What follows belongs to an exercise in optimizing a design on an open flow for small area, a short achievable clock period and few clock cycles per item; a production flow would make more cautious choices.
The RTL was checked by simulation tests, not by an equivalence proof against the original design.
Power figures rest on the tool's default switching activity, not on a simulated workload.

### design/flow/config.mk
export PLATFORM = sky130hd
export DESIGN_NAME = sph_harmonic_norm_const_core
export DESIGN_NICKNAME = sph_harmonic_norm_const_core
export VERILOG_FILES = /design/flow/design.v
export SDC_FILE = /design/flow/constraint.sdc
export NUM_CORES = 4
export LEC_CHECK = 0
export ABC_AREA = 1
export CAP_MARGIN = 20
export CORE_MARGIN = 2
export CORE_UTILIZATION = 50
export CTS_BUF_LIST = sky130_fd_sc_hd__clkbuf_8
export PLACE_DENSITY = 0.75
export SETUP_SLACK_MARGIN = 5.0
export SLEW_MARGIN = 20
### design/flow/constraint.sdc
create_clock -name core_clock -period 8.0 [get_ports {clk}]
set_input_delay 1.6000 -clock core_clock [delete_from_list [all_inputs] [get_ports {clk}]]
set_output_delay 1.6000 -clock core_clock [all_outputs]
set_load 0.01 [all_outputs]
### design/flow/design.v
package sphn_pkg;
    localparam int FIELD_W = 11;
    localparam logic [52:0] SQRT2_SIG = 53'h16A09E667F3BCD;
    localparam logic [1:0] D_MUL  = 2'd0;
    localparam logic [1:0] D_INIT = 2'd1;
    localparam logic [1:0] D_DIV  = 2'd2;
    localparam logic [1:0] D_UPD  = 2'd3;
    localparam logic [1:0] M_IT   = 2'd0;
    localparam logic [1:0] M_EXT  = 2'd1;
    localparam logic [1:0] M_NRM  = 2'd2;
    localparam logic [1:0] M_FIN  = 2'd3;
endpackage
module sph_harmonic_norm_const_core
#(
    parameter int DEGREE_BOUND = 2047
)
(
    input  logic               clk,
    input  logic               rst_n,
    input  logic               start,
    output logic               busy,
    input  logic [sphn_pkg::FIELD_W-1:0] degree,
    input  logic [sphn_pkg::FIELD_W-1:0] order,
    input  logic               cfg_we,
    input  logic [sphn_pkg::FIELD_W-1:0] cfg_wdata,
    output logic               done,
    output logic [63:0]        factor_bits,
    output logic               range_error
);
    logic [10:0] maxd_r;
    logic        busy_r;
    logic        done_r;
    logic        go_r;
    logic        run_r;
    logic        egt_r;
    logic        err_r;
    logic [10:0] m_r;
    logic [11:0] k_r;
    logic        d_act;
    logic        s_act;
    logic        m_act;
    logic        last_r;
    logic        sq2n_r;
    logic        accept;
    logic        err_go;
    logic        adv;
    logic        adv_r;
    logic        adv_nx;
    logic        d_done;
    logic        s_done;
    logic        m_done;
    logic [1:0]  dph;
    logic [21:0] dp;
    logic [23:0] dR;
    logic [53:0] dq;
    logic [5:0]  dx;
    logic        dmul;
    logic [24:0] db;
    logic [25:0] dsum;
    logic [21:0] dmsb;
    logic [4:0]  de;
    logic        dpow2;
    logic [53:0] srad;
    logic [54:0] srem;
    logic [53:0] sT;
    logic [4:0]  sexp;
    logic [4:0]  s0h;
    logic [57:0] strial;
    logic        sge;
    logic [52:0] sinc;
    logic        sovf;
    logic [52:0] sxi;
    logic [5:0]  sxr;
    logic [1:0]  mph;
    logic [5:0]  mcnt;
    logic [52:0] mb;
    logic        mcb;
    logic [4:0]  mexp;
    logic [52:0] ma;
    logic        mr1;
    logic        mr0;
    logic        mst;
    logic [12:0] mxb;
    logic [52:0] fm;
    logic [10:0] fE;
    logic        mbit;
    logic        mpp_r;
    logic        mfin;
    logic        mhi;
    logic [52:0] mmant;
    logic        mguard;
    logic        msticky;
    logic        mup;
    logic [52:0] mopa;
    logic [52:0] mopb;
    logic [53:0] msum;
    logic [10:0] fB;
    logic        movf;
    logic        mcin;
    logic [12:0] minc;
    assign accept = start && !busy_r;
    assign err_go = egt_r;
    assign d_done = dq[53];
    assign s_done = sT[53];
    assign m_done = mph == sphn_pkg::M_FIN;
    logic adv_c;
    assign adv_c  = run_r && (!d_act || d_done) && (!s_act || s_done) && (!m_act || m_done);
    assign adv    = adv_r;
    assign adv_nx = run_r && !go_r && !adv_r
                    && (!d_act || ((dph == sphn_pkg::D_DIV) ? dq[52] : dq[53]))
                    && (!s_act || sT[53] || sT[52])
                    && (!m_act || mph == sphn_pkg::M_NRM || mph == sphn_pkg::M_FIN);
    always_ff @(posedge clk or negedge rst_n)
    begin
        if (!rst_n)
        begin
            maxd_r <= '0;
        end
        else if (cfg_we)
        begin
            maxd_r <= cfg_wdata;
        end
    end
    always_ff @(posedge clk or negedge rst_n)
    begin
        if (!rst_n)
        begin
            busy_r <= 1'b0;
            done_r <= 1'b0;
            go_r   <= 1'b0;
            run_r  <= 1'b0;
            adv_r  <= 1'b0;
        end
        else
        begin
            done_r <= 1'b0;
            adv_r  <= adv_nx;
            go_r   <= accept;
            if (accept)
            begin
                busy_r <= 1'b1;
                run_r  <= 1'b1;
            end
            else if (go_r && err_go)
            begin
                busy_r <= 1'b0;
                run_r  <= 1'b0;
                done_r <= 1'b1;
            end
            else if (adv && last_r)
            begin
                busy_r <= 1'b0;
                run_r  <= 1'b0;
                done_r <= 1'b1;
            end
        end
    end
    always_ff @(posedge clk)
    begin
        if (accept)
        begin
            m_r   <= order;
            egt_r <= (order > degree) || (degree > maxd_r) || (32'(degree) > DEGREE_BOUND);
        end
        if (go_r)
        begin
            err_r <= err_go;
        end
    end
    always_ff @(posedge clk)
    begin
        if (accept)
        begin
            k_r    <= 12'd1;
            d_act  <= order != '0;
            s_act  <= 1'b1;
            m_act  <= 1'b0;
            last_r <= 1'b0;
            sq2n_r <= 1'b0;
        end
        else if (adv)
        begin
            k_r    <= k_r + 12'd1;
            d_act  <= k_r < {1'b0, m_r};
            s_act  <= k_r <= {1'b0, m_r};
            m_act  <= 1'b1;
            last_r <= (m_r == '0) ? (k_r == 12'd1) : sq2n_r;
            sq2n_r <= (m_r != '0) && (k_r == {1'b0, m_r} + 12'd1);
        end
    end
    always_comb
    begin
        dmsb = '0;
        de   = '0;
        for (int i = 0; i < 22; i++)
        begin
            if (dp[i])
            begin
                dmsb = 22'(1) << i;
                de   = 5'(i);
            end
        end
    end
    assign dpow2 = dmsb == dp;
    assign dmul = dph == sphn_pkg::D_MUL;
    assign db   = (!dmul || dq[11]) ? {{3{dmul}}, dp} : '0;
    assign dsum = {1'b0, dR, 1'b0} - {1'b0, db};
    always_ff @(posedge clk)
    begin
        if (accept)
        begin
            dph  <= sphn_pkg::D_MUL;
            dR   <= '0;
            dq   <= {41'b0, 1'b1, degree, 1'b1};
            dp   <= {10'h3ff, ~degree, 1'b1};
        end
        else if (adv)
        begin
            dp  <= dsum[21:0];
            dq  <= '0;
            dph <= sphn_pkg::D_INIT;
        end
        else
        begin
            unique case (dph)
                sphn_pkg::D_MUL:
                begin
                    dR   <= dsum[23:0];
                    dq   <= {dq[52:0], 1'b0};
                    if (dq[23])
                    begin
                        dp  <= dsum[23:2];
                        dph <= sphn_pkg::D_INIT;
                    end
                end
                sphn_pkg::D_INIT:
                begin
                    dR  <= dpow2 ? '0 : {2'b0, dmsb};
                    dq  <= {53'b0, dpow2};
                    dx  <= dpow2 ? 6'd0 - {1'b0, de} : ~{1'b0, de};
                    dph <= sphn_pkg::D_DIV;
                end
                sphn_pkg::D_DIV:
                begin
                    dR <= dsum[25] ? {dR[22:0], 1'b0} : dsum[23:0];
                    dq <= {dq[52:0], !dsum[25]};
                    if (dq[52])
                    begin
                        dR  <= {3'b0, dp[21:1]};
                        dp  <= {9'b0, k_r, 1'b0};
                        dph <= sphn_pkg::D_UPD;
                    end
                end
                default:
                begin
                end
            endcase
        end
    end
    assign strial = {1'b0, srem, srad[53:52]} - {2'b0, sT, 2'b01};
    assign sge    = !strial[57];
    always_comb
    begin
        s0h = '0;
        for (int i = 0; i < 12; i++)
        begin
            if ({degree, 1'b1} >> i != 12'd0)
            begin
                s0h = 5'(i >> 1);
            end
        end
    end
    assign sinc = dq[53:1] + 53'(dq[0]);
    assign sovf = &dq;
    assign sxi  = {sinc[52] | sovf, sinc[51:0]};
    assign sxr  = dx + 6'(sovf);
    always_ff @(posedge clk)
    begin
        if (accept)
        begin
            srad <= {degree, 1'b1, 42'b0};
            srem <= '0;
            sT   <= '0;
            sexp <= s0h;
        end
        else if (adv)
        begin
            srad <= sxr[0] ? {sxi, 1'b0} : {1'b0, sxi};
            srem <= '0;
            sT   <= '0;
            sexp <= sxr[5:1];
        end
        else
        begin
            srad <= {srad[51:0], 2'b00};
            srem <= sge ? strial[54:0] : {srem[52:0], srad[53:52]};
            if (!sT[53])
            begin
                sT   <= {sT[52:0], sge};
            end
        end
    end
    assign fB   = (fE == '0) ? 11'd1 : fE;
    assign mbit = mb[1] ^ (mb[0] & mcb);
    assign mfin = mph == sphn_pkg::M_FIN;
    assign mhi     = ma[52];
    assign mmant   = mhi ? ma : {ma[51:0], mr1};
    assign mguard  = mhi ? mr1 : mr0;
    assign msticky = mhi ? (mr0 | mst) : mst;
    assign mup     = mr1 && (mst || ma[0]);
    assign mopa = ma;
    assign mopb = mpp_r ? fm : {52'b0, mfin && mup};
    assign msum = {1'b0, mopa} + {1'b0, mopb};
    assign movf = mup && (&ma);
    assign mcin = (mph == sphn_pkg::M_EXT) || (mph == sphn_pkg::M_NRM && mhi) || (mfin && movf);
    assign minc = mxb + 13'(mcin);
    always_ff @(posedge clk)
    begin
        if (accept)
        begin
            mph <= sphn_pkg::M_FIN;
        end
        else if (adv)
        begin
            mb   <= sq2n_r ? sphn_pkg::SQRT2_SIG : sT[53:1];
            mcb  <= !sq2n_r && sT[0];
            mpp_r <= sq2n_r ? sphn_pkg::SQRT2_SIG[0] : sT[1] ^ sT[0];
            mexp <= sq2n_r ? 5'd0 : sexp;
            ma   <= '0;
            mr1  <= 1'b0;
            mr0  <= 1'b0;
            mst  <= 1'b0;
            mcnt <= '0;
            mph  <= sphn_pkg::M_IT;
        end
        else if (mph == sphn_pkg::M_IT || mph == sphn_pkg::M_EXT)
        begin
            ma   <= msum[53:1];
            mr1  <= msum[0];
            mr0  <= mr1;
            mst  <= mst | mr0;
            mb   <= {1'b0, mb[52:1]};
            mcb  <= mb[0] & mcb;
            mpp_r <= (mph == sphn_pkg::M_IT) && (mcnt != 6'd52) && mbit;
            mcnt <= mcnt + 6'd1;
            if (mph == sphn_pkg::M_IT)
            begin
                if (mcnt == '0)
                begin
                    mxb <= 13'(fB) + {{8{mexp[4]}}, mexp};
                end
                if (mcnt == 6'd52)
                begin
                    mph <= mxb[12] || (mxb == '0) ? sphn_pkg::M_EXT : sphn_pkg::M_NRM;
                end
            end
            else
            begin
                mxb <= minc;
                if (!mxb[12])
                begin
                    mph <= sphn_pkg::M_NRM;
                end
            end
        end
        else if (mph == sphn_pkg::M_NRM)
        begin
            ma  <= mmant;
            mr1 <= mguard;
            mst <= msticky;
            mxb <= minc;
            mph <= sphn_pkg::M_FIN;
        end
    end
    always_ff @(posedge clk)
    begin
        if (go_r && err_go)
        begin
            fm <= '0;
            fE <= '0;
        end
        else if (adv)
        begin
            if (k_r == 12'd1)
            begin
                fm <= 53'h10000000000000;
                fE <= 11'd1023;
            end
            else if (mfin)
            begin
                fm <= {movf | msum[52], msum[51:0]};
                fE <= !(movf | msum[52]) ? 11'd0 : minc[10:0];
            end
        end
    end
    assign busy        = busy_r;
    assign done        = done_r;
    assign factor_bits = {1'b0, fE, fm[51:0]};
    assign range_error = err_r;
endmodule
### design/flow/run.sh
#!/bin/bash
# synth_recipe.tcl (not shown) runs the flow's synth.tcl, then flattens the netlist and writes it again
# the make line also repeats each setting of config.mk as NAME=value (left out here)
make -C /OpenROAD-flow-scripts/flow DESIGN_CONFIG=/design/flow/config.mk WORK_HOME=/design/flow/orfs CLKGATE_MAP_FILE= SYNTH_SCRIPT=/design/flow/synth_recipe.tcl finish
==> run_results.csv, run 1 <==
group,metric,value,unit
setup_path,cp_num_buf_inv,1,
setup_path,cp_cell_sequence,"buf_2",
setup_path,cp-start-kind,"flip-flop",
cts,cts.sink_count,522,
status,outcome,"finished clean",
yosys,synthCells,5279,
power,power_frac_comb,59.2,%
routing,ant_nets,0,
routing,totalWireLength,119000,um
global_routing,globalRouteOverflowTotal,0,
timing,drv_slew,0,
cts,insertion_delay,0.75,ns
cells_and_area,multi_input_area,0.0228,sq mm
timing,fin_crit_sh,37.9,%
die,die_y,273,um
placed_design,dp_hpwl,79700,um
routing,vias,36800,
routing,drtIter0Drc,3466,
cts,numCtsBuffers,93,
setup_path,r2r-end,"ma[25]",
cells_and_area,drive_gt1_share,15.3,%
global_routing,grt_pass1_vias,34100,
placed_design,dpl_cell_area,0.0375,sq mm
placed_design,gp_congestion,0.994,
power,vdd_ir_drop_max,0.225,mV
setup_path,worstReg2RegStart,"mpp_r",
setup_path,max_stage_delay,0.51,ns
setup_path,r2r_setup_slack,4.97,ns
setup_path,crit_family,"flip-flops",
setup_path,cp.required,6.40,ns
die,io_pins,104,
global_routing,grt_pass1_wl,181000,um
cells_and_area,finalNonFillerCells,6429,
cts,cts_root_buf,"clkbuf_8",
timing,fmax,330,MHz
timing,rsz0062_at_grt,"true",
routing,dr.pass1.iters,7,
power,power_frac_clock,15.0,%
cells_and_area,register_area,0.0124,sq mm
timing,fin_setup_tns,0,ns
power,switching_share,49.7,%
timing,finalHoldViolCount,0,
die,core_area,0.0716,sq mm
global_routing,track_usage,29.9,%
setup_path,arrival,1.43,ns
setup_path,critPathMaxFanout,1,
yosys,synth_edf_count,182,
yosys,synth_seq_area_share,34.1,%
power,p_sw,0.00891,W
cts,h-tree-depth,3,
timing,relSlewSlack,39.3,%
setup_path,endpoint_kind,"output port",
routing,drc_errors,0,
min_path,min-delay-start,"srad[35]",
yosys,synth_area_per_cell,6.87,sq um
yosys,ys_warn_count,1,
cts,cts.clk_slew.worst_paths,0.06,ns
cts,cts_tree,"built",
die,fp.dieW,273,um
cells_and_area,fin_nets,5632,
setup_path,crit_type,"flip-flop to output port",
min_path,hold_path_class,"flip-flop to flip-flop",
die,initial_core_util,50.6,%
power,cellPowerDensity,414,mW/mm^2
placed_design,port_buffers,102,
power,seq_power_share,25.9,%
die,rows,98,
cts,cts_hold_buf,0,
die,die-area,0.0747,sq mm
yosys,syn_nets,5514,
timing,setup_viol,0,
cells_and_area,n_fill_cell,6543,
min_path,min_to,"srad[37]",
yosys,yosysUniqueCellTypes,67,
placed_design,place_inst,6123,
cts,cts_buffer_depth,3,
power,power.leakage,18.8,nW
power,internal_power,0.00901,W
flow_run,cap_violations,0,
routing,viasPerCell,5.72,
yosys,synthArstFlopShare,2.87,%
setup_path,worstRegToRegCells,15,
min_path,hold_depth,2,
routing,wire_per_inst,18.5,um
setup_path,cp_slowest_cell,"edfxtp_1",
yosys,ys_ff_latch,522,
cells_and_area,stdcell_area,0.0433,sq mm
global_routing,antenna_found_initial,1,
yosys,synth-main-ff-cell,"dfxtp_1",
timing,worstMarginPinSlew,0.910,ns
yosys,netlist_area,0.0363,sq mm
global_routing,grt_max_degree,99,
cells_and_area,syn_to_final_growth,19.5,%
timing,fin_crit,3.03,ns
timing,skew,0.0718,ns
## cell type report
cell class / count / area share (%)
timing repair buffer: 233 / 5.49
inverter: 649 / 5.84
multi-input combinational: 3893 / 52.6
sequential: 522 / 28.6
clock buffer: 111 / 3.53
antenna: 1 / 0.00578
tap: 950 / 2.74
clock inverter: 65 / 1.07
timing repair inverter: 5 / 0.113
## cells by family after synthesis
kind of cell    share of synthesized area (%)
simple gates                             30.3
compound gates                           15.3
buf+inv                                  9.93
flops                                    34.1
fa+ha+maj                                6.90
xor+xnor                                 3.48
other cells                            0.0103
mux                                    0.0311
## routing by layer
| layer | share of wire [%] | wire (um) | up-vias | track usage [%] |
|---|---|---|---|---|
| li1 | - | - | 17800 | - |
| met5 | 0 | 0 | - | 0 |
| met4 | 4.1 | 4920 | 0 | 11.4 |
| met2 | 45 | 53200 | 1619 | 47.7 |
| met3 | 8.4 | 9960 | 331 | 4.62 |
| met1 | 43 | 50800 | 17100 | 40.6 |
## placed cells by master, fill, tap and decap left out, drive strengths merged, types with 6 or more instances in the layout
master	count
nand2	1242
inv	687
nor2	658
a21oi	479
nand3	355
dfxtp	325
o21ai	285
ha	195
edfxtp	182
buf	129
clkbuf	120
xor2	114
nor3	95
nand4	90
nand3b	41
clkdlybuf4s15	39
or2	38
a211oi	37
clkdlybuf4s50	32
a31oi	32
xnor2	30
o211ai	27
nor4	26
o21bai	25
a21o	22
dlygate4sd2	21
clkinv	21
o21a	20
o22ai	17
dfrtp	15
a21boi	13
o221ai	10
o2111ai	7
clkinvlp	6
a22oi	6
## synth_stat cells (17+ instances only)
library cell | n | area [sq um]
a211oi_1 | 36 | 270
a21o_1 | 22 | 165
a21oi_1 | 473 | 2370
a31oi_1 | 32 | 200
buf_2 | 18 | 90.1
buf_4 | 56 | 420
clkbuf_1 | 132 | 495
dfxtp_1 | 325 | 6510
edfxtp_1 | 182 | 5470
ha_1 | 195 | 2440
inv_1 | 630 | 2360
nand2_1 | 1219 | 4580
nand3_1 | 343 | 1720
nand3b_1 | 41 | 308
nand4_1 | 90 | 563
nor2_1 | 638 | 2390
nor3_1 | 87 | 435
nor4_1 | 25 | 156
o211ai_1 | 27 | 203
o21a_1 | 17 | 128
o21ai_0 | 235 | 1180
o21ai_1 | 48 | 240
o21bai_1 | 25 | 188
o22ai_1 | 17 | 106
or2_2 | 30 | 188
xnor2_1 | 30 | 263
xor2_1 | 114 | 998
## registers in the layout, indices dropped and copies added, names as in the netlist, 5 cells and up
name,cells
dp,22
mxb,13
maxd_r,11
dq,54
dR,24
m_r,11
dx,6
fE,11
k_r,12
sexp,5
ma,53
mexp,5
mcnt,6
srad,54
mb,53
srem,55
fm,53
sT,54
## repair_timing
action / CTS / global route
buffers inserted: 39 / 63
endpoints found under the hold margin: 0 / 0
cloned: 15 / 12
pin swaps: 33 / 128
resized for setup: 329 / 440
setup endpoints to repair: 590 / 345
## power by group through the flow
stage	sequential (W)	combinational [W]	clock, W
5_1_grt	0.00472	0.0117	0.00282
4_1_cts	0.00455	0.00956	0.00271
3_3_place_gp	0.00459	0.00890	0
6_report	0.00464	0.0106	0.00268
3_5_place_dp	0.00460	0.00901	0
2_1_floorplan	0.00434	0.00694	0
## worst max-delay path by stage
| stage | from | end | slack [ns] | depth (start not counted) |
|---|---|---|---|---|
| 2_1_floorplan | start | mb[0] | 4.85 | 4 |
| 3_3_place_gp | start | srad[27] | 2.43 | 8 |
| 3_5_place_dp | start | srad[9] | 2.38 | 8 |
| 4_1_cts | mpp_r | fE[7] | 4.96 | 18 |
| 5_1_grt | mpp_r | ma[22] | 4.84 | 16 |
| 6_report | err_r | range_error | 4.97 | 1 |
## stage by stage
step	hold WS (ns)	util, %	setup WS (ns)	total power [W]
CTS	0.429	57.1	4.96	0.0168
global route	0.450	60.5	4.84	0.0192
floorplan	0.393	-	4.85	0.0113
global placement	0.416	52.4	2.43	0.0135
finish	0.426	60.5	4.97	0.0179
detailed placement	0.420	52.4	2.38	0.0136
Testbench counts, summed over its fixed seeds: cycles 602,796, requests 384.
==> run 2: changes to the inputs <==
--- a/design/flow/config.mk
+++ b/design/flow/config.mk
@@ -9,7 +9,6 @@
 export CAP_MARGIN = 20
 export CORE_MARGIN = 2
-export CORE_UTILIZATION = 50
-export CTS_BUF_LIST = sky130_fd_sc_hd__clkbuf_8
-export PLACE_DENSITY = 0.75
+export CORE_UTILIZATION = 60
+export PLACE_DENSITY = 0.85
 export SETUP_SLACK_MARGIN = 5.0
 export SLEW_MARGIN = 20
==> run 2 against run 1 <==
Effect of this change: still clean on timing, DRC and antenna; clock-buffer cell count down 41; via count up 2.6%; global-route usage up 5.8 points; synthesized cell count unchanged; wire length up 0.58%; area after synthesis unchanged; die area down 16%; clock power up 8.2%; sequential cell count unchanged; setup slack worse by 0.099 ns; maximum frequency down 3.2%; sequential power about the same; critical path type is now flip-flop to flip-flop; critical endpoint is now fE[8]; largest cell class unchanged.
==> run_results.csv, run 2 <==
group,metric,value,unit
yosys,syn_nets,5514,
setup_path,max_stage_delay,0.52,ns
yosys,yosysUniqueCellTypes,67,
cells_and_area,final_cell_mix,"nand2_1, inv_1, nor2_1, a21oi_1, dfxtp_1",
global_routing,antenna_found_initial,1,
yosys,yosysTopAreaCell,"dfxtp_1",
setup_path,cp.required,8.50,ns
yosys,synthCells,5279,
setup_path,arrival,3.63,ns
setup_path,cp_slowest_cell,"nor4_4",
cts,cts_tree,"built",
routing,vias,37800,
timing,fin_crit,3.13,ns
die,fp.dieW,250,um
cells_and_area,num_antenna_cells,0,
cells_and_area,regMostFlops,"srem",
timing,fin_crit_sh,39.1,%
cts,cts_hold_buf,0,
cells_and_area,syn_to_final_growth,17.2,%
global_routing,track_usage,35.7,%
cells_and_area,final_common_cell,"nand2_1",
timing,skew,0.0368,ns
routing,drc_errors,0,
timing,setup_viol,0,
routing,dr.pass1.iters,9,
placed_design,place_inst,5957,
routing,drtIter0Drc,4085,
yosys,netlist_area,0.0363,sq mm
cells_and_area,finalNonFillerCells,6192,
die,die_y,250,um
timing,relSlewSlack,39.4,%
cts,cts.clk_slew.worst_paths,0.07,ns
placed_design,dp_hpwl,78400,um
yosys,synth_edf_count,182,
yosys,synth-main-ff-cell,"dfxtp_1",
cells_and_area,drive_gt1_share,12.4,%
yosys,synth_seq_area_share,34.1,%
cells_and_area,n_fill_cell,4817,
global_routing,globalRouteOverflowTotal,0,
timing,worstMarginPinSlew,0.906,ns
global_routing,grt_pass1_wl,182000,um
status,outcome,"finished clean",
routing,ant_nets,0,
die,initial_core_util,60.4,%
yosys,synth_top_area_share,17.9,%
die,core_area,0.0600,sq mm
routing,wire_per_inst,19.3,um
die,io_pins,104,
yosys,synth_area_per_cell,6.87,sq um
yosys,synthArstFlopShare,2.87,%
cts,cts_root_buf,"clkbuf_16",
setup_path,endpoint_kind,"flip-flop",
timing,rsz0062_at_grt,"true",
cts,numCtsBuffers,56,
die,die-area,0.0624,sq mm
flow_run,cap_violations,0,
routing,totalWireLength,120000,um
yosys,yosysMostFrequentCell,"nand2_1",
cts,h-tree-depth,2,
cells_and_area,fin_nets,5597,
yosys,yosys-top-cells-count,"nand2_1, nor2_1, inv_1",
setup_path,crit_type,"flip-flop to flip-flop",
placed_design,gp_congestion,1.01,
cts,cts_buffer_depth,3,
cts,insertion_delay,0.67,ns
power,vdd_ir_drop_max,0.296,mV
timing,fin_setup_tns,0,ns
setup_path,cp_cell_sequence,"nand4_1, nor4_4, nand4_1, a21oi_2, ha_2, ha_4, nand2_4, nor3_4, nand3_2, buf_6, xor2_2, nand2_1, nand3_2, a21oi_2",
global_routing,grt_max_degree,76,
timing,drv_slew,0,
yosys,ys_ff_latch,522,
setup_path,critPathMaxFanout,3,
routing,viasPerCell,6.10,
cells_and_area,largest_reg_flops,55,
die,rows,90,
timing,finalHoldViolCount,0,
yosys,ys_warn_count,1,
min_path,hold_path_class,"flip-flop to flip-flop",
timing,fmax,319,MHz
power,cellPowerDensity,425,mW/mm^2
yosys,synthTopCellsByArea,"dfxtp_1, edfxtp_1, nand2_1",
cts,cts.sink_count,522,
placed_design,port_buffers,102,
global_routing,grt_pass1_vias,35000,
power,power.leakage,18.7,nW
setup_path,cp-start-kind,"flip-flop",
## run 2: stage by stage
step | setup WS, ns | hold WS, ns | util (%) | power [W] | instance area [sq um]
6_report | 4.87 | 0.444 | 70.8 | 0.0180 | 42500
5_1_grt | 4.80 | 0.465 | 70.8 | 0.0192 | 42500
4_1_cts | 4.92 | 0.419 | 68.1 | 0.0170 | 40900
3_5_place_dp | 3.15 | 0.411 | 62.2 | 0.0136 | 37300
3_3_place_gp | 3.12 | 0.406 | 62.2 | 0.0134 | 37300
2_1_floorplan | 4.85 | 0.393 | - | 0.0113 | 36300
## run 2: logic make-up (layout without fill, tap and decap cells)
| family | Yosys count | count (layout) | share of synthesized area [%] |
|---|---|---|---|
| adder cells (fa/ha/maj) | 198 | 198 | 6.90 |
| XOR/XNOR | 144 | 144 | 3.48 |
| AO/OA/AOI/OAI | 992 | 995 | 15.3 |
| AND/OR/NAND/NOR | 2544 | 2550 | 30.3 |
| multiplexers | 1 | 1 | 0.0311 |
| other | 1 | 1 | 0.0103 |
| buffers and inverters | 877 | 999 | 9.93 |
| flip-flops | 522 | 522 | 34.1 |
## run 2: timing repair
action	4_1_cts	5_1_grt
gates resized for setup	255	310
setup endpoints to repair	533	487
pin swaps	39	72
buffers inserted	66	45
cloned	13	5
## run 2: report_power, final
| part | switching (W) | leakage (nW) | internal, W |
|---|---|---|---|
| Combinational | 0.00690 | 13.1 | 0.00363 |
| Sequential | 0.000747 | 4.57 | 0.00386 |
| Clock | 0.00121 | 0.994 | 0.00169 |
| Total | 0.00887 | 18.7 | 0.00918 |
## run 2: final cells by class
class	instances	area [sq um]	area share, %
inverters	649	2520	5.92
repair inverters	4	56.3	0.133
clock buffers	70	1560	3.66
well taps	782	978	2.30
multi-input cells	3889	22100	52.1
flip-flops and latches	522	12400	29.1
repair buffers	240	2350	5.54
clock inverters	36	504	1.19
## run 2: worst max-delay path, delay by kind of cell, from the launching register on
family / cells / cell delay [ns]
flops: 1 / 0.39
xor+xnor: 1 / 0.17
buf+inv: 1 / 0.15
fa+ha+maj: 2 / 0.39
simple gates: 8 / 1.58
compound gates: 2 / 0.28
## run 2: metal layers
metal  track usage, %  vias up  part of all wire (%)
met5                0        -                 0.012
met4             14.6        2                   5.1
met1             47.1    17600                    40
li1                 -    17600                     -
met2             58.1     2071                    45
met3             6.08      449                    10
## run 2: path summary, 6_finish.rpt
kind                           from       end  slack, ns  depth (start not counted)
min in group asynchronous     rst_n      go_r       1.41                          1
max in group asynchronous     rst_n     adv_r       5.99                          1
min reg2reg                srad[51]  srad[53]       0.44                          2
min                        srad[51]  srad[53]       0.44                          2
max                          ma[26]     fE[8]       4.87                         14
max reg2reg                  ma[26]     fE[8]       4.87                         14
==> run 3: changes to the inputs <==
--- a/design/flow/config.mk
+++ b/design/flow/config.mk
@@ -9,6 +9,6 @@
 export CAP_MARGIN = 20
 export CORE_MARGIN = 2
-export CORE_UTILIZATION = 60
-export PLACE_DENSITY = 0.85
-export SETUP_SLACK_MARGIN = 5.0
+export CORE_UTILIZATION = 55
+export PLACE_DENSITY = 0.8
+export SETUP_SLACK_MARGIN = 4.5
 export SLEW_MARGIN = 20
==> run 3 against run 2 <==
Effect of this change: utilization is 9.7 points lower; global-route usage is 4.2 points lower; still clean; sequential cell count stayed put; highest routed layer is now met4; largest cell class unchanged; critical endpoint is now factor_bits[2]; final area is 5.8% lower; register-to-register slack worse by 0.23 ns; critical path depth is 13 lower; synthesized cell count stayed put; clock-buffer cell count is 3 lower.
==> run_results.csv, run 3 <==
group,metric,value,unit
status,outcome,"finished clean",
placed_design,port_buffers,102,
yosys,synth-main-ff-cell,"dfxtp_1",
die,core_area,0.0655,sq mm
yosys,yosysUniqueCellTypes,67,
yosys,synth_top_area_share,17.9,%
yosys,syn_nets,5514,
cells_and_area,final_common_cell,"nand2_1",
yosys,yosysTopAreaCell,"dfxtp_1",
cts,cts.clk_slew.worst_paths,0.06,ns
routing,ant_nets,0,
setup_path,cp.required,6.40,ns
power,cellPowerDensity,423,mW/mm^2
setup_path,critPathMaxFanout,3,
setup_path,r2r-end,"ma[25]",
yosys,netlist_area,0.0363,sq mm
global_routing,antenna_found_initial,2,
yosys,ys_ff_latch,522,
routing,viasPerCell,5.80,
flow_run,cap_violations,0,
cells_and_area,regMostFlops,"srem",
yosys,ys_warn_count,1,
setup_path,r2r_setup_slack,4.64,ns
placed_design,place_inst,6042,
yosys,yosys-top-cells-count,"nand2_1, nor2_1, inv_1",
cells_and_area,final_cell_mix,"nand2_1, nor2_1, inv_1, a21oi_1, nand3_1",
timing,fin_crit,3.38,ns
timing,fin_crit_sh,42.2,%
timing,relSlewSlack,35.6,%
routing,drc_errors,0,
cells_and_area,fin_nets,5498,
power,vdd_ir_drop_max,0.250,mV
die,initial_core_util,55.3,%
cells_and_area,register_area,0.0124,sq mm
setup_path,cp_num_buf_inv,1,
timing,setup_viol,0,
setup_path,max_stage_delay,0.61,ns
yosys,synth_edf_count,182,
yosys,synth_seq_area_share,34.1,%
placed_design,dp_slack,2.71,ns
cts,numCtsBuffers,56,
die,fp.dieW,261,um
routing,vias,35800,
min_path,hold_path_class,"flip-flop to flip-flop",
setup_path,worstReg2RegStart,"mpp_r",
setup_path,cp_cell_sequence,"clkdlybuf4s50_1",
global_routing,grt_pass1_vias,33500,
timing,skew,0.0464,ns
yosys,yosysMostFrequentCell,"nand2_1",
yosys,synthArstFlopShare,2.87,%
setup_path,cp_slowest_cell,"clkdlybuf4s50_1",
global_routing,grt_max_degree,83,
timing,finalHoldViolCount,0,
timing,drv_slew,0,
power,seq_power_share,27.0,%
setup_path,crit_family,"buffers and inverters",
global_routing,track_usage,31.5,%
cts,cts_root_buf,"clkbuf_16",
timing,rsz0062_at_grt,"false",
yosys,synth_area_per_cell,6.87,sq um
timing,worstMarginPinSlew,0.965,ns
yosys,synthTopCellsByArea,"dfxtp_1, edfxtp_1, nand2_1",
timing,fin_setup_tns,0,ns
min_path,min_to,"srad[6]",
power,p_sw,0.00828,W
cts,h-tree-depth,2,
power,power_frac_comb,56.1,%
power,internal_power,0.00867,W
die,rows,94,
global_routing,globalRouteOverflowTotal,0,
routing,totalWireLength,111000,um
timing,fmax,296,MHz
routing,dr.pass1.iters,7,
global_routing,grt_pass1_wl,174000,um
placed_design,gp_congestion,0.990,
cts,cts.sink_count,522,
cells_and_area,finalNonFillerCells,6176,
cts,insertion_delay,0.67,ns
setup_path,crit_type,"flip-flop to output port",
routing,wire_per_inst,17.9,um
cells_and_area,n_fill_cell,6112,
min_path,hold_depth,2,
placed_design,dp_hpwl,79700,um
power,power_frac_clock,16.9,%
die,io_pins,104,
yosys,synthCells,5279,
die,die_y,261,um
cts,cts_buffer_depth,3,
setup_path,endpoint_kind,"output port",
cells_and_area,multi_input_area,0.0206,sq mm
setup_path,arrival,1.78,ns
placed_design,dpl_cell_area,0.0374,sq mm
cells_and_area,largest_reg_flops,55,
power,power.leakage,17.4,nW
routing,drtIter0Drc,3368,
cells_and_area,final_core_util,61.1,%
cells_and_area,stdcell_area,0.0400,sq mm
cells_and_area,syn_to_final_growth,10.4,%
power,switching_share,48.8,%
setup_path,cp-start-kind,"flip-flop",
min_path,min-delay-start,"srad[4]",
cts,cts_tree,"built",
cts,cts_hold_buf,0,
cells_and_area,drive_gt1_share,5.72,%
die,die-area,0.0680,sq mm
timing,fin_ws,4.62,ns
setup_path,worstRegToRegCells,14,
[run 3: worst max path at each step]
stage	startpoint	end	cells after the start
floorplan	start	ma[0]	5
global placement	start	srad[9]	8
detailed placement	start	srad[27]	8
CTS	mpp_r	fE[2]	17
global route	dq[0]	sexp[3]	20
finish	fm[2]	factor_bits[2]	1
[run 3: cell families (layout without fill, tap and decap cells)]
| family | after synthesis | after routing | synth area share, % |
|---|---|---|---|
| and+or+nand+nor | 2544 | 2547 | 30.3 |
| AOI/OAI and AO/OA | 992 | 992 | 15.3 |
| buffers and inverters | 877 | 906 | 9.93 |
| DFF | 522 | 522 | 34.1 |
| adders and majority gates | 198 | 198 | 6.90 |
| xor gates and xnor gates | 144 | 144 | 3.48 |
| other | 1 | 2 | 0.0103 |
| muxes | 1 | 1 | 0.0311 |
[run 3: area by class of cell]
cell class	count	area share (%)
clock inverters	39	1.28
well taps	864	2.70
inverters	649	6.19
multi-input cells	3883	51.4
clock buffers	67	3.78
flip-flops and latches	522	30.9
diodes	1	0.00625
repair buffers	151	3.79
[run 3: timing repair]
item,4_1_cts,5_1_grt
setup endpoints to repair,366,305
resized for setup,35,46
setup buffers,5,18
gates cloned,1,3
pin swaps,3,9
[run 3: through the flow]
stage / hold slack, ns / total power, W
finish: 0.434 / 0.0170
global route: 0.452 / 0.0183
CTS: 0.436 / 0.0166
floorplan: 0.393 / 0.0113
detailed placement: 0.428 / 0.0136
global placement: 0.418 / 0.0134
[run 3: power groups by stage]
stage / Sequential (W) / Clock (W) / Combinational, W
after detailed placement: 0.00460 / 0 / 0.00900
after floorplan: 0.00434 / 0 / 0.00692
after global placement: 0.00459 / 0 / 0.00886
after global routing: 0.00467 / 0.00298 / 0.0106
final: 0.00458 / 0.00286 / 0.00951
after CTS: 0.00455 / 0.00288 / 0.00916
[run 3: worst register-to-register path: stages (launching register included)]
cell      delay (ns)
edfxtp_1        0.46
buf_6           0.22
o31ai_2         0.28
ha_2            0.25
inv_1           0.06
fa_1            0.40
inv_1           0.15
nand3_1         0.15
nand2_2         0.16
a21oi_2         0.13
o21ai_2         0.26
a21oi_1         0.14
or2_2           0.30
nand3_1         0.07
a21oi_1         0.06
[run 3: metal layers]
layer,vias up,share of wire [%],global-route usage [%]
li1,17400,-,-
met4,0,3.2,11.1
met1,16700,44,43.6
met5,-,0,0
met2,1446,45,50.1
met3,238,8.3,4.47
==> run 4: changes to the inputs <==
--- a/design/flow/design.v
+++ b/design/flow/design.v
@@ -58,4 +58,5 @@
     logic [24:0] db;
     logic [25:0] dsum;
+    logic [21:0] dabove;
     logic [21:0] dmsb;
     logic [4:0]  de;
@@ -66,4 +67,5 @@
     logic [4:0]  sexp;
     logic [4:0]  s0h;
+    logic [5:0]  s0pr;
     logic [57:0] strial;
     logic        sge;
@@ -191,16 +193,17 @@
     always_comb
     begin
-        dmsb = '0;
+        dabove[21] = 1'b0;
+        for (int i = 20; i >= 0; i--)
+        begin
+            dabove[i] = dabove[i+1] | dp[i+1];
+        end
+        dmsb = dp & ~dabove;
         de   = '0;
         for (int i = 0; i < 22; i++)
         begin
-            if (dp[i])
-            begin
-                dmsb = 22'(1) << i;
-                de   = 5'(i);
-            end
+            de = de | ({5{dmsb[i]}} & 5'(i));
         end
     end
-    assign dpow2 = dmsb == dp;
+    assign dpow2 = (dp & dabove) == '0;
     assign dmul = dph == sphn_pkg::D_MUL;
     assign db   = (!dmul || dq[11]) ? {{3{dmul}}, dp} : '0;
@@ -262,11 +265,13 @@
     always_comb
     begin
-        s0h = '0;
-        for (int i = 0; i < 12; i++)
+        s0pr  = '0;
+        s0h   = '0;
+        for (int i = 0; i < 6; i++)
         begin
-            if ({degree, 1'b1} >> i != 12'd0)
-            begin
-                s0h = 5'(i >> 1);
-            end
+            s0pr[i] = |({degree, 1'b1} >> (2 * i));
+        end
+        for (int i = 1; i < 6; i++)
+        begin
+            s0h = s0h + 5'(s0pr[i]);
         end
     end
--- a/design/flow/config.mk
+++ b/design/flow/config.mk
@@ -9,6 +9,7 @@
 export CAP_MARGIN = 20
 export CORE_MARGIN = 2
-export CORE_UTILIZATION = 55
-export PLACE_DENSITY = 0.8
-export SETUP_SLACK_MARGIN = 4.5
+export CORE_UTILIZATION = 50
+export CTS_BUF_LIST = sky130_fd_sc_hd__clkbuf_8
+export PLACE_DENSITY = 0.75
+export SETUP_SLACK_MARGIN = 5.0
 export SLEW_MARGIN = 20
==> run 4 against run 3 <==
Effect of this change: still clean; global-route usage down 0.24 points; combinational power increased by 35%; sequential power increased by 2%; non-clock buffer count grew 375; wire length rose by 18%; synthesized cell count shrank 13%; clock power decreased by about 10%; final area up 13%; clock-buffer cell count is 42 higher; critical path depth up 19; sequential cell count unchanged.
==> run_results.csv, run 4 <==
group,metric,value,unit
power,internal_power,0.0104,W
timing,finalHoldViolCount,0,
cells_and_area,fin_nets,5221,
timing,drv_slew,0,
yosys,synth_top_area_share,19.3,%
cells_and_area,syn_to_final_growth,34.8,%
global_routing,track_usage,31.2,%
yosys,synth_area_per_cell,7.34,sq um
die,fp.dieW,264,um
routing,ant_nets,0,
power,total_power,0.0200,W
cts,numCtsBuffers,92,
power,power.leakage,19.3,nW
timing,setup_viol,0,
placed_design,dp_hpwl,68200,um
placed_design,port_buffers,102,
cts,cts_buffer_depth,3,
setup_path,arrival,4.39,ns
yosys,synth_seq_area_share,36.7,%
routing,viasPerCell,6.22,
cells_and_area,final_common_cell,"nand2_1",
setup_path,critPathMaxFanout,7,
placed_design,gp_congestion,0.955,
cts,cts_hold_buf,0,
die,io_pins,104,
setup_path,endpoint_kind,"flip-flop",
timing,fin_crit_sh,47.2,%
cells_and_area,register_area,0.0124,sq mm
power,seq_power_share,23.4,%
power,cellPowerDensity,441,mW/mm^2
timing,fin_setup_tns,0,ns
power,power_frac_comb,63.8,%
routing,vias,36900,
cts,cts_tree,"built",
cts,cts.sink_count,522,
timing,fin_crit,3.78,ns
cells_and_area,largest_reg_flops,55,
cts,cts_root_buf,"clkbuf_8",
routing,drc_errors,0,
global_routing,grt_max_degree,89,
yosys,synth_edf_count,182,
routing,wire_per_inst,21.9,um
power,power_frac_clock,12.8,%
die,die-area,0.0694,sq mm
routing,drtIter0Drc,4826,
cells_and_area,final_cell_mix,"nand2_1, inv_1, nor2_1, a21oi_1, dfxtp_1",
cells_and_area,n_fill_cell,4886,
global_routing,antenna_found_initial,6,
timing,skew,0.0811,ns
die,rows,95,
yosys,syn_nets,4824,
yosys,ys_warn_count,1,
setup_path,startpoint,"mpp_r",
cells_and_area,regMostFlops,"srem",
timing,fmax,265,MHz
die,core_area,0.0669,sq mm
timing,relSlewSlack,20.5,%
yosys,yosysTopAreaCell,"dfxtp_1",
yosys,synthTopCellsByArea,"dfxtp_1, edfxtp_1, nand2_1",
yosys,synth-main-ff-cell,"dfxtp_1",
setup_path,crit_type,"flip-flop to flip-flop",
routing,totalWireLength,130000,um
status,outcome,"finished clean",
yosys,synthCells,4586,
power,p_sw,0.00957,W
cts,h-tree-depth,3,
die,initial_core_util,50.3,%
flow_run,cap_violations,0,
global_routing,globalRouteOverflowTotal,0,
min_path,hold_path_class,"flip-flop to flip-flop",
global_routing,grt_pass1_vias,33600,
routing,dr.pass1.iters,13,
cells_and_area,drive_gt1_share,27.2,%
setup_path,worstReg2RegStart,"mpp_r",
yosys,ys_ff_latch,522,
cells_and_area,multi_input_area,0.0224,sq mm
die,die_y,264,um
timing,worstMarginPinSlew,1.18,ns
yosys,yosysUniqueCellTypes,71,
cts,cts.clk_slew.worst_paths,0.07,ns
timing,rsz0062_at_grt,"true",
setup_path,cp-start-kind,"flip-flop",
cts,insertion_delay,0.75,ns
yosys,yosysMostFrequentCell,"nand2_1",
yosys,yosys-top-cells-count,"nand2_1, inv_1, a21oi_1",
global_routing,grt_pass1_wl,177000,um
power,vdd_ir_drop_max,0.573,mV
setup_path,cp.required,8.61,ns
min_path,min-delay-start,"srad[13]",
yosys,synthArstFlopShare,2.87,%
power,switching_share,47.8,%
yosys,netlist_area,0.0337,sq mm
==> run 4: logic make-up after synthesis <==
family	share of synthesized area, %
buffers and inverters	9.69
xor gates and xnor gates	4.68
AOI/OAI and AO/OA	19.1
and+or+nand+nor	22.2
other	0.0111
DFF	36.7
adders and majority gates	7.58
muxes	0.0669
==> run 4: critical path, cell delays in order, from the launching register on <==
cell and delay, ns:
edfxtp_1 0.43, buf_6 0.17, buf_8 0.15, buf_16 0.16
nand2_1 0.07, inv_1 0.07, ha_4 0.36, nand2_2 0.14
nor2_2 0.42, o21ai_2 0.21, nand2_1 0.10, nand2_1 0.06
nand2_1 0.10, nand2_1 0.07, o211ai_1 0.13, buf_4 0.20
a21o_1 0.19, a21oi_2 0.10, o2111ai_2 0.20, o211ai_1 0.15
inv_1 0.15
==> run 4: final timing paths <==
kind	endpoint	slack, ns	depth (start not counted)
worst max-delay path	ma[52]	4.22	20
worst min-delay path	srad[15]	0.44	2
worst max register to register	ma[52]	4.22	20
worst min register to register	srad[15]	0.44	2
max in group asynchronous	adv_r	5.95	1
min in group asynchronous	done_r	1.35	1
==> run 4: area by class of cell <==
class	instances	share of cell area [%]
diodes	4	0.0221
clock buffers	109	3.31
clock inverters	64	0.764
inverters	579	5.13
multi-input cells	3258	49.4
flip-flops and latches	522	27.4
well taps	873	2.41
repair buffers	526	11.5
repair inverters	4	0.102
==> run 4: power by group through the flow <==
stage	clock network (W)	logic (W)	registers, W
after floorplan	0	0.00616	0.00434
after global placement	0	0.00788	0.00456
after detailed placement	0	0.00800	0.00456
after CTS	0.00254	0.0105	0.00458
after global routing	0.00270	0.0136	0.00475
final	0.00256	0.0128	0.00469
==> run 4: stage by stage <==
stage / cells / util, % / setup WS, ns / hold WS, ns / area [sq um]
final: 5939 / 67.8 / 4.22 / 0.439 / 45400
after global routing: 5936 / 67.8 / 4.03 / 0.448 / 45400
after CTS: 5815 / 63.3 / 4.19 / 0.431 / 42400
after detailed placement: 5353 / 52.8 / 3.32 / 0.426 / 35300
after global placement: 5353 / 52.8 / 3.37 / 0.419 / 35300
after floorplan: 4586 / - / 4.57 / 0.402 / 34200
==> run 4: timing repair <==
action / CTS / global route
pin swaps: 229 / 290
cloned: 21 / 2
buffers inserted: 268 / 118
gates resized for setup: 758 / 548
endpoints found under the setup margin: 539 / 313
==> run 4: layer usage <==
metal	up-vias	GRT usage (%)	share of wire (%)
met5	-	0	0.020
met4	4	17.3	7.9
met3	902	5.49	11
met2	2626	52.5	45
met1	17100	37.9	36
li1	16300	-	-
Testbench counts of run 4, summed over its fixed seeds: cycles 602,796, requests 384.
==> run 5: changes to the inputs <==
--- a/design/flow/design.v
+++ b/design/flow/design.v
@@ -11,4 +11,45 @@
     localparam logic [1:0] M_FIN  = 2'd3;
 endpackage
+module sphn_add
+#(
+    parameter int W = 8
+)
+(
+    input  logic [W-1:0] a,
+    input  logic [W-1:0] b,
+    input  logic         ci,
+    output logic [W-1:0] s,
+    output logic         co
+);
+    logic [W-1:0] pp;
+    logic [W-1:0] gg;
+    logic [W-1:0] pg;
+    logic [W-1:0] gp;
+    always_comb
+    begin
+        pp = a ^ b;
+        gg = a & b;
+        gp = gg;
+        pg = pp;
+        gp[0] = gg[0] | (pp[0] & ci);
+        for (int l = 0; l < 6; l++)
+        begin
+            for (int i = 0; i < W; i++)
+            begin
+                if ((1 << l) < W && (i >> l) % 2 == 1)
+                begin
+                    gp[i] = gp[i] | (pg[i] & gp[((i >> l) << l) - 1]);
+                    pg[i] = pg[i] & pg[((i >> l) << l) - 1];
+                end
+            end
+        end
+        s[0] = pp[0] ^ ci;
+        for (int i = 1; i < W; i++)
+        begin
+            s[i] = pp[i] ^ gp[i-1];
+        end
+        co = gp[W-1];
+    end
+endmodule
 module sph_harmonic_norm_const_core
 #(
@@ -37,4 +78,7 @@
     logic [10:0] m_r;
     logic [11:0] k_r;
+    logic [11:0] k_inc;
+    logic        ogt;
+    logic        dgt;
     logic        d_act;
     logic        s_act;
@@ -113,4 +157,21 @@
                     && (!s_act || sT[53] || sT[52])
                     && (!m_act || mph == sphn_pkg::M_NRM || mph == sphn_pkg::M_FIN);
+    always_comb
+    begin
+        logic c;
+        ogt = 1'b0;
+        dgt = 1'b0;
+        for (int i = 0; i < 11; i++)
+        begin
+            ogt = (order[i] & ~degree[i]) | (~(order[i] ^ degree[i]) & ogt);
+            dgt = (degree[i] & ~maxd_r[i]) | (~(degree[i] ^ maxd_r[i]) & dgt);
+        end
+        c = 1'b1;
+        for (int i = 0; i < 12; i++)
+        begin
+            k_inc[i] = k_r[i] ^ c;
+            c        = c & k_r[i];
+        end
+    end
     always_ff @(posedge clk or negedge rst_n)
     begin
@@ -163,5 +224,5 @@
         begin
             m_r   <= order;
-            egt_r <= (order > degree) || (degree > maxd_r) || (32'(degree) > DEGREE_BOUND);
+            egt_r <= ogt || dgt || (32'(degree) > DEGREE_BOUND);
         end
         if (go_r)
@@ -183,10 +244,10 @@
         else if (adv)
         begin
-            k_r    <= k_r + 12'd1;
-            d_act  <= k_r < {1'b0, m_r};
-            s_act  <= k_r <= {1'b0, m_r};
+            k_r    <= k_inc;
+            d_act  <= d_act && (k_r != {1'b0, m_r});
+            s_act  <= d_act;
             m_act  <= 1'b1;
             last_r <= (m_r == '0) ? (k_r == 12'd1) : sq2n_r;
-            sq2n_r <= (m_r != '0) && (k_r == {1'b0, m_r} + 12'd1);
+            sq2n_r <= (m_r != '0) && s_act && !d_act;
         end
     end
@@ -208,5 +269,11 @@
     assign dmul = dph == sphn_pkg::D_MUL;
     assign db   = (!dmul || dq[11]) ? {{3{dmul}}, dp} : '0;
-    assign dsum = {1'b0, dR, 1'b0} - {1'b0, db};
+    sphn_add #(.W(26)) u_dadd (
+        .a  ({1'b0, dR, 1'b0}),
+        .b  (~{1'b0, db}),
+        .ci (1'b1),
+        .s  (dsum),
+        .co ()
+    );
     always_ff @(posedge clk)
     begin
@@ -261,5 +328,11 @@
         end
     end
-    assign strial = {1'b0, srem, srad[53:52]} - {2'b0, sT, 2'b01};
+    sphn_add #(.W(58)) u_sadd (
+        .a  ({1'b0, srem, srad[53:52]}),
+        .b  (~{2'b0, sT, 2'b01}),
+        .ci (1'b1),
+        .s  (strial),
+        .co ()
+    );
     assign sge    = !strial[57];
     always_comb
@@ -316,5 +389,11 @@
     assign mopa = ma;
     assign mopb = mpp_r ? fm : {52'b0, mfin && mup};
-    assign msum = {1'b0, mopa} + {1'b0, mopb};
+    sphn_add #(.W(53)) u_madd (
+        .a  (mopa),
+        .b  (mopb),
+        .ci (1'b0),
+        .s  (msum[52:0]),
+        .co (msum[53])
+    );
     assign movf = mup && (&ma);
     assign mcin = (mph == sphn_pkg::M_EXT) || (mph == sphn_pkg::M_NRM && mhi) || (mfin && movf);
==> run 5 against run 4 <==
Effect of this change: worst hold slack better by 0.0048 ns; global-route usage fell by 4.1 points; clock skew decreased by 0.029 ns; clock-buffer cell count stayed put; maximum frequency is 1.1% higher; combinational power is 22% lower; total power fell by 15%; sequential share of layout area rose by 3.5 points; critical path type unchanged; largest cell class unchanged; largest power group unchanged.
==> run_results.csv, run 5 <==
group,metric,value,unit
placed_design,dpl_cell_area,0.0330,sq mm
cells_and_area,n_fill_cell,4658,
power,cellPowerDensity,420,mW/mm^2
setup_path,cp.required,8.59,ns
setup_path,crit_type,"flip-flop to flip-flop",
yosys,syn_nets,4338,
routing,wire_per_inst,19.0,um
setup_path,endpoint_kind,"flip-flop",
timing,worstMarginPinSlew,1.15,ns
yosys,ys_ff_latch,522,
yosys,synth-main-ff-cell,"dfxtp_1",
min_path,hold_path_class,"flip-flop to flip-flop",
timing,skew,0.0525,ns
global_routing,globalRouteOverflowTotal,0,
die,rows,91,
cts,cts.clk_slew.worst_paths,0.06,ns
global_routing,grt_pass1_wl,142000,um
global_routing,track_usage,27.1,%
power,vdd_ir_drop_max,0.351,mV
cts,numCtsBuffers,92,
cts,cts.sink_count,522,
cts,cts_root_buf,"clkbuf_8",
power,power.leakage,17.6,nW
cells_and_area,stdcell_area,0.0403,sq mm
cts,cts_tree,"built",
placed_design,dp_hpwl,52700,um
timing,fin_crit,3.74,ns
die,io_pins,104,
global_routing,antenna_found_initial,1,
routing,drtIter0Drc,3319,
routing,drc_errors,0,
cells_and_area,drive_gt1_share,24.1,%
setup_path,cp-start-kind,"flip-flop",
timing,fin_setup_tns,0,ns
timing,relSlewSlack,23.5,%
cells_and_area,largest_reg_flops,55,
routing,viasPerCell,5.87,
routing,vias,30900,
timing,rsz0062_at_grt,"true",
cells_and_area,final_common_cell,"nand2_1",
global_routing,grt_pass1_vias,27800,
cells_and_area,syn_to_final_growth,29.0,%
yosys,yosys-top-cells-count,"nand2_1, inv_1, a21oi_1",
yosys,synthArstFlopShare,2.87,%
cts,insertion_delay,0.74,ns
yosys,yosysTopAreaCell,"dfxtp_1",
routing,totalWireLength,99800,um
die,die_y,254,um
routing,dr.pass1.iters,11,
cells_and_area,regMostFlops,"srem",
yosys,synth_area_per_cell,7.62,sq um
yosys,ys_warn_count,4,
cells_and_area,fin_nets,4580,
setup_path,critPathMaxFanout,8,
cts,cts_buffer_depth,3,
cts,h-tree-depth,3,
yosys,synthCells,4094,
placed_design,port_buffers,102,
timing,fin_crit_sh,46.7,%
yosys,synth_top_area_share,20.8,%
die,fp.dieW,254,um
yosys,yosysMostFrequentCell,"nand2_1",
cts,cts_hold_buf,0,
placed_design,gp_congestion,0.909,
yosys,synth_edf_count,182,
timing,fmax,267,MHz
yosys,netlist_area,0.0312,sq mm
timing,holdWs,0.444,ns
cells_and_area,final_cell_mix,"nand2_1, inv_1, nor2_1, dfxtp_1, a21oi_1",
routing,ant_nets,0,
setup_path,arrival,4.33,ns
yosys,synth_seq_area_share,39.6,%
die,die-area,0.0644,sq mm
timing,drv_slew,0,
power,total_power,0.0169,W
timing,setup_viol,0,
status,outcome,"finished clean",
die,initial_core_util,50.6,%
yosys,yosysUniqueCellTypes,70,
flow_run,cap_violations,0,
cells_and_area,final_core_util,65.3,%
die,core_area,0.0617,sq mm
global_routing,grt_max_degree,108,
yosys,synthTopCellsByArea,"dfxtp_1, edfxtp_1, nand2_1",
timing,finalHoldViolCount,0,
[run 5: worst paths after layout]
| kind | startpoint | end | slack (ns) | depth (start not counted) |
|---|---|---|---|---|
| worst max register to register | dq[1] | srad[2] | 4.26 | 23 |
| max in group asynchronous | rst_n | adv_r | 5.95 | 1 |
| worst min register to register | srad[47] | srad[49] | 0.44 | 2 |
| worst min-delay path | srad[47] | srad[49] | 0.44 | 2 |
| worst max-delay path | dq[1] | srad[2] | 4.26 | 23 |
| min in group asynchronous | rst_n | go_r | 1.40 | 1 |
[run 5: layout make-up]
class                           instances  area [sq um]  area share, %
Sequential cell                       522         12400           30.8
Tap cell                              837          1050           2.60
Clock inverter                         63           292          0.724
Multi-Input combinational cell       2786         18800           46.8
Inverter                              560          2280           5.66
Timing Repair Buffer                  371          3870           9.61
Clock buffer                          109          1500           3.73
Timing Repair inverter                  3          25.0         0.0621
Antenna cell                            1          2.50        0.00621
[run 5: repair_timing]
item                       4_1_cts  5_1_grt
gates resized for setup        490      453
hold endpoints to repair         0        0
pin swaps                      171      243
gates cloned                    24        5
setup endpoints to repair      556      375
setup buffers                  131       92
[run 5: logic make-up after synthesis]
family / Yosys count / synth area share [%]
XOR/XNOR: 133 / 3.73
adder cells (fa/ha/maj): 207 / 8.76
multiplexers: 1 / 0.0361
flip-flops: 522 / 39.6
AND/OR/NAND/NOR: 1551 / 21.2
other: 1 / 0.0120
AO/OA/AOI/OAI: 884 / 16.4
buffers and inverters: 795 / 10.3
[run 5: where the power goes]
part	total, W	switching [W]	internal, W
Sequential	0.00447	0.000699	0.00377
Combinational	0.0100	0.00594	0.00406
Clock	0.00245	0.00121	0.00124
Total	0.0169	0.00785	0.00908
[run 5: metrics by stage]
step                      setup WS (ns)  std cells
after global placement             3.18       4826
after CTS                          4.48       5153
after floorplan                    4.20       4094
after global routing               4.03       5252
after detailed placement           3.17       4826
final                              4.26       5252
[run 5: critical path: stages (launching register included)]
cell	delay, ns
edfxtp_1	0.44
ha_4	0.20
nand3_4	0.10
nor3_4	0.20
nand3_2	0.13
nor2_4	0.15
nand2_2	0.09
nor2_2	0.11
nand4_1	0.09
nor2_1	0.10
nand4_1	0.16
nor2_1	0.14
nand4_1	0.12
nor3_2	0.13
nand4_1	0.13
nor2_2	0.12
nand4_1	0.14
nor2_4	0.18
ha_4	0.22
nor2_4	0.05
buf_6	0.15
buf_12	0.15
a22oi_1	0.19
o21ai_1	0.12
[run 5: metal layers]
metal,routed length (um),GRT usage (%),vias up
met3,9760,4.80,538
met1,38400,34.7,14400
met2,46200,44.9,1759
met4,5340,11.5,0
li1,-,-,14200
met5,0,0,-
Testbench counts of run 5, summed over its fixed seeds: cycles 602,796, requests 384.
==> run 6: changes to the inputs <==
--- a/design/flow/design.v
+++ b/design/flow/design.v
@@ -103,4 +103,5 @@
     logic [25:0] dsum;
     logic [21:0] dabove;
+    logic [21:0] dsfx;
     logic [21:0] dmsb;
     logic [4:0]  de;
@@ -254,9 +255,16 @@
     always_comb
     begin
-        dabove[21] = 1'b0;
-        for (int i = 20; i >= 0; i--)
+        dsfx = dp;
+        for (int l = 0; l < 5; l++)
         begin
-            dabove[i] = dabove[i+1] | dp[i+1];
+            for (int r = 0; r < 22; r++)
+            begin
+                if ((r >> l) % 2 == 1)
+                begin
+                    dsfx[21 - r] = dsfx[21 - r] | dsfx[21 - (((r >> l) << l) - 1)];
+                end
+            end
         end
+        dabove = {1'b0, dsfx[21:1]};
         dmsb = dp & ~dabove;
         de   = '0;
==> run 6 against run 5 <==
Effect of this change: still clean on timing, DRC and antenna; maximum frequency up 6.9%; area after synthesis grew 3.5%; wire length increased by 12%; utilization is 0.56 points higher; clock power rose by 7%; sequential cell count did not move; critical path depth decreased by 11; via count up 7.1%; clock-buffer cell count rose by 1; setup slack better by 0.24 ns; critical endpoint is now dR[2].
==> run_results.csv, run 6 <==
group,metric,value,unit
setup_path,worstRegToRegCells,12,
cells_and_area,regMostFlops,"srem",
power,vdd_ir_drop_max,0.395,mV
timing,skew,0.0677,ns
yosys,synth_seq_area_share,38.2,%
die,fp.dieW,258,um
yosys,synth-main-ff-cell,"dfxtp_1",
cells_and_area,final_common_cell,"nand2_1",
power,cellPowerDensity,412,mW/mm^2
setup_path,cp.required,8.58,ns
cts,numCtsBuffers,94,
routing,viasPerCell,5.95,
timing,finalHoldViolCount,0,
yosys,yosysMostFrequentCell,"nand2_1",
timing,drv_slew,0,
global_routing,grt_pass1_wl,155000,um
yosys,syn_nets,4609,
placed_design,port_buffers,102,
timing,fin_setup_tns,0,ns
power,internal_power,0.00912,W
cells_and_area,drive_gt1_share,25.5,%
timing,rsz0062_at_grt,"true",
yosys,synth_simple_gate_area_share,25.5,%
yosys,synth-xor-area-share,3.28,%
yosys,ys_warn_count,4,
cts,insertion_delay,0.77,ns
placed_design,gp_congestion,0.925,
die,core_area,0.0641,sq mm
global_routing,track_usage,28.7,%
power,power.leakage,19.1,nW
die,die-area,0.0667,sq mm
cts,cts.clk_slew.worst_paths,0.07,ns
routing,vias,33100,
yosys,synth_compound_area_share,14.1,%
power,p_sw,0.00826,W
status,outcome,"finished clean",
die,io_pins,104,
min_path,hold_depth,2,
setup_path,cp-start-kind,"flip-flop",
routing,wire_per_inst,20.1,um
power,switching_share,47.5,%
setup_path,endpoint_kind,"flip-flop",
min_path,hold_path_class,"flip-flop to flip-flop",
cells_and_area,final_cell_mix,"nand2_1, inv_1, nor2_1, dfxtp_1, a21oi_1",
cells_and_area,syn_to_final_growth,30.6,%
timing,setup_viol,0,
setup_path,crit_type,"flip-flop to flip-flop",
routing,dr.pass1.iters,10,
routing,drtIter0Drc,4297,
timing,fmax,286,MHz
yosys,synthAdderAreaFrac,8.46,%
placed_design,dp_hpwl,56900,um
yosys,yosysTopAreaCell,"dfxtp_1",
die,die_y,258,um
yosys,synth_edf_count,182,
yosys,netlist_area,0.0323,sq mm
die,rows,93,
global_routing,grt_pass1_vias,30000,
yosys,synthTopCellsByArea,"dfxtp_1, edfxtp_1, nand2_1",
yosys,synth_top_area_share,20.1,%
setup_path,critPathMaxFanout,12,
cells_and_area,fin_nets,4864,
cts,cts_root_buf,"clkbuf_8",
flow_run,cap_violations,0,
yosys,yosysUniqueCellTypes,76,
yosys,synth_area_per_cell,7.40,sq um
cells_and_area,largest_reg_flops,55,
power,power_frac_comb,59.4,%
cts,cts_buffer_depth,3,
cts,h-tree-depth,3,
cells_and_area,finalNonFillerCells,5557,
routing,drc_errors,0,
timing,worstMarginPinSlew,1.21,ns
power,power_frac_clock,15.0,%
timing,fin_crit,3.50,ns
yosys,synth_top_family_by_area,"simple AND/OR/NAND/NOR gates",
global_routing,antenna_found_initial,2,
global_routing,grt_max_degree,104,
cts,cts.sink_count,522,
yosys,synthArstFlopShare,2.87,%
cts,cts_tree,"built",
die,initial_core_util,50.4,%
yosys,yosys-top-cells-count,"nand2_1, inv_1, nor2_1",
timing,fin_crit_sh,43.7,%
cells_and_area,final_core_util,65.8,%
routing,totalWireLength,112000,um
timing,relSlewSlack,18.6,%
power,seq_power_share,25.6,%
placed_design,place_inst,5109,
yosys,muxShareOfSynthArea,0.0620,%
global_routing,globalRouteOverflowTotal,0,
yosys,ys_ff_latch,522,
routing,ant_nets,0,
setup_path,arrival,4.08,ns
yosys,synthCells,4365,
## run 6: cell types whose count changed after synthesis, sizes merged, moves of 13 or more
| cell | previous run | this run |
|---|---|---|
| o21ai | 233 | 189 |
| a21oi | 388 | 365 |
| nand2 | 809 | 994 |
| inv | 553 | 566 |
| nand3b | 7 | 29 |
| nand3 | 206 | 315 |
| nor2 | 366 | 414 |
| o211ai | 47 | 21 |
| xor2 | 101 | 87 |
## run 6: path summary, 6_finish.rpt
path / start / to / slack [ns]
max reg2reg: dp[21] / dR[2] / 4.50
min in group asynchronous: rst_n / maxd_r[6] / 1.40
min: srad[48] / srad[50] / 0.45
max in group asynchronous: rst_n / done_r / 5.88
min reg2reg: srad[48] / srad[50] / 0.45
max: dp[21] / dR[2] / 4.50
## run 6: kinds of logic (layout without fill, tap and decap cells)
kind of cell | after synthesis | count (layout)
AOI/OAI and AO/OA | 784 | 786
other | 1 | 2
buffers and inverters | 813 | 1134
xor gates and xnor gates | 121 | 121
DFF | 522 | 522
and+or+nand+nor | 1915 | 1928
adders and majority gates | 207 | 207
muxes | 2 | 2
## run 6: area by class of cell
type | instances | area, sq um
inverters | 575 | 2300
multi-input cells | 3045 | 20500
fillers | 4682 | 21900
clock inverters | 67 | 388
well taps | 855 | 1070
repair inverters | 8 | 119
diodes | 1 | 2.50
clock buffers | 110 | 1510
flip-flops and latches | 522 | 12400
repair buffers | 374 | 3900
## run 6: what timing repair did
item,in CTS,in global routing
gates cloned,37,4
hold buffers,0,0
resized for setup,581,596
setup buffers,137,92
pin swaps,170,267
setup endpoints to repair,557,413
## run 6: stage by stage
stage / worst slack, ns / hold WS (ns) / instance area, sq um / power, W
6_report: 4.50 / 0.451 / 42200 / 0.0174
3_5_place_dp: 2.50 / 0.431 / 33600 / 0.0112
5_1_grt: 4.39 / 0.471 / 42200 / 0.0183
2_1_floorplan: 4.56 / 0.413 / 32600 / 0.00962
3_3_place_gp: 2.55 / 0.417 / 33600 / 0.0110
4_1_cts: 4.72 / 0.444 / 39000 / 0.0154
## run 6: critical path: stages, from the launching register on
cell and delay (ns):
dfxtp_1 0.40, nor2_4 0.23, nand3_4 0.14, nor3_4 0.36, nand3_2 0.20, o21ai_0 0.22, o21ai_0 0.17, nor2_1 0.49
nand4_2 0.60, nand2_1 0.24, nand3_1 0.13, nand2_1 0.10, a21oi_1 0.07
## run 6: layer usage
layer  GRT usage [%]  up-vias  part of all wire [%]
met3            5.18      640                    10
met4            14.2        0                   6.3
met2            48.0     2092                    46
met5               0        -                     0
met1            35.6    15400                    37
li1                -    15000                     -
## run 6: power groups by stage
stage                     logic (W)  clock network (W)  registers (W)
after floorplan             0.00545                  0        0.00417
after global placement      0.00666                  0        0.00437
after detailed placement    0.00682                  0        0.00438
after CTS                   0.00844            0.00259        0.00436
after global routing         0.0111            0.00273        0.00451
final                        0.0103            0.00261        0.00446
Testbench counts of run 6, summed over its fixed seeds: cycles 602,796, requests 384.

## separate check: timing with driven ports
In the flow no input, the clock included, has a driving cell. The finished layouts below were timed again as built, in two steps. Step 1 (the two cells are an assumption about what drives the block):
set clk [get_ports {clk}]
set_driving_cell -lib_cell sky130_fd_sc_hd__clkbuf_16 $clk
set_driving_cell -lib_cell sky130_fd_sc_hd__buf_2 [delete_from_list [all_inputs] $clk]
Step 2 moves the port delays by t, midway between the first and last clock arrival at a register: inputs arrive t later, outputs are due t later. That takes back most of the time a late clock gives input paths. a / b / c = no drivers / after step 1 / after step 2; a / b = the first two.
| run | t (ns) | setup slack, ns | clock arrival spread, ns | slew at the worst register clock pin (ns) |
|---|---|---|---|---|
| run 1 | 0.781 | 4.969 / 4.903 / 4.423 | 0.077 / 0.077 | 0.07 / 0.07 |
| run 2 | 0.720 | 4.870 / 4.870 / 4.389 | 0.037 / 0.037 | 0.07 / 0.07 |
| run 3 | 0.716 | 4.621 / 4.554 / 3.982 | 0.047 / 0.047 | 0.07 / 0.07 |
| run 4 | 0.784 | 4.221 / 4.221 / 3.700 | 0.102 / 0.102 | 0.08 / 0.08 |
| run 5 | 0.773 | 4.261 / 4.261 / 3.721 | 0.062 / 0.062 | 0.07 / 0.07 |
| run 6 | 0.792 | 4.502 / 4.502 / 4.102 | 0.076 / 0.077 | 0.08 / 0.08 |
After both steps every run listed still meets setup and hold. The setup slack of run 3, which loses most, moves by -0.067 ns with the drivers and by -0.639 ns with both steps.
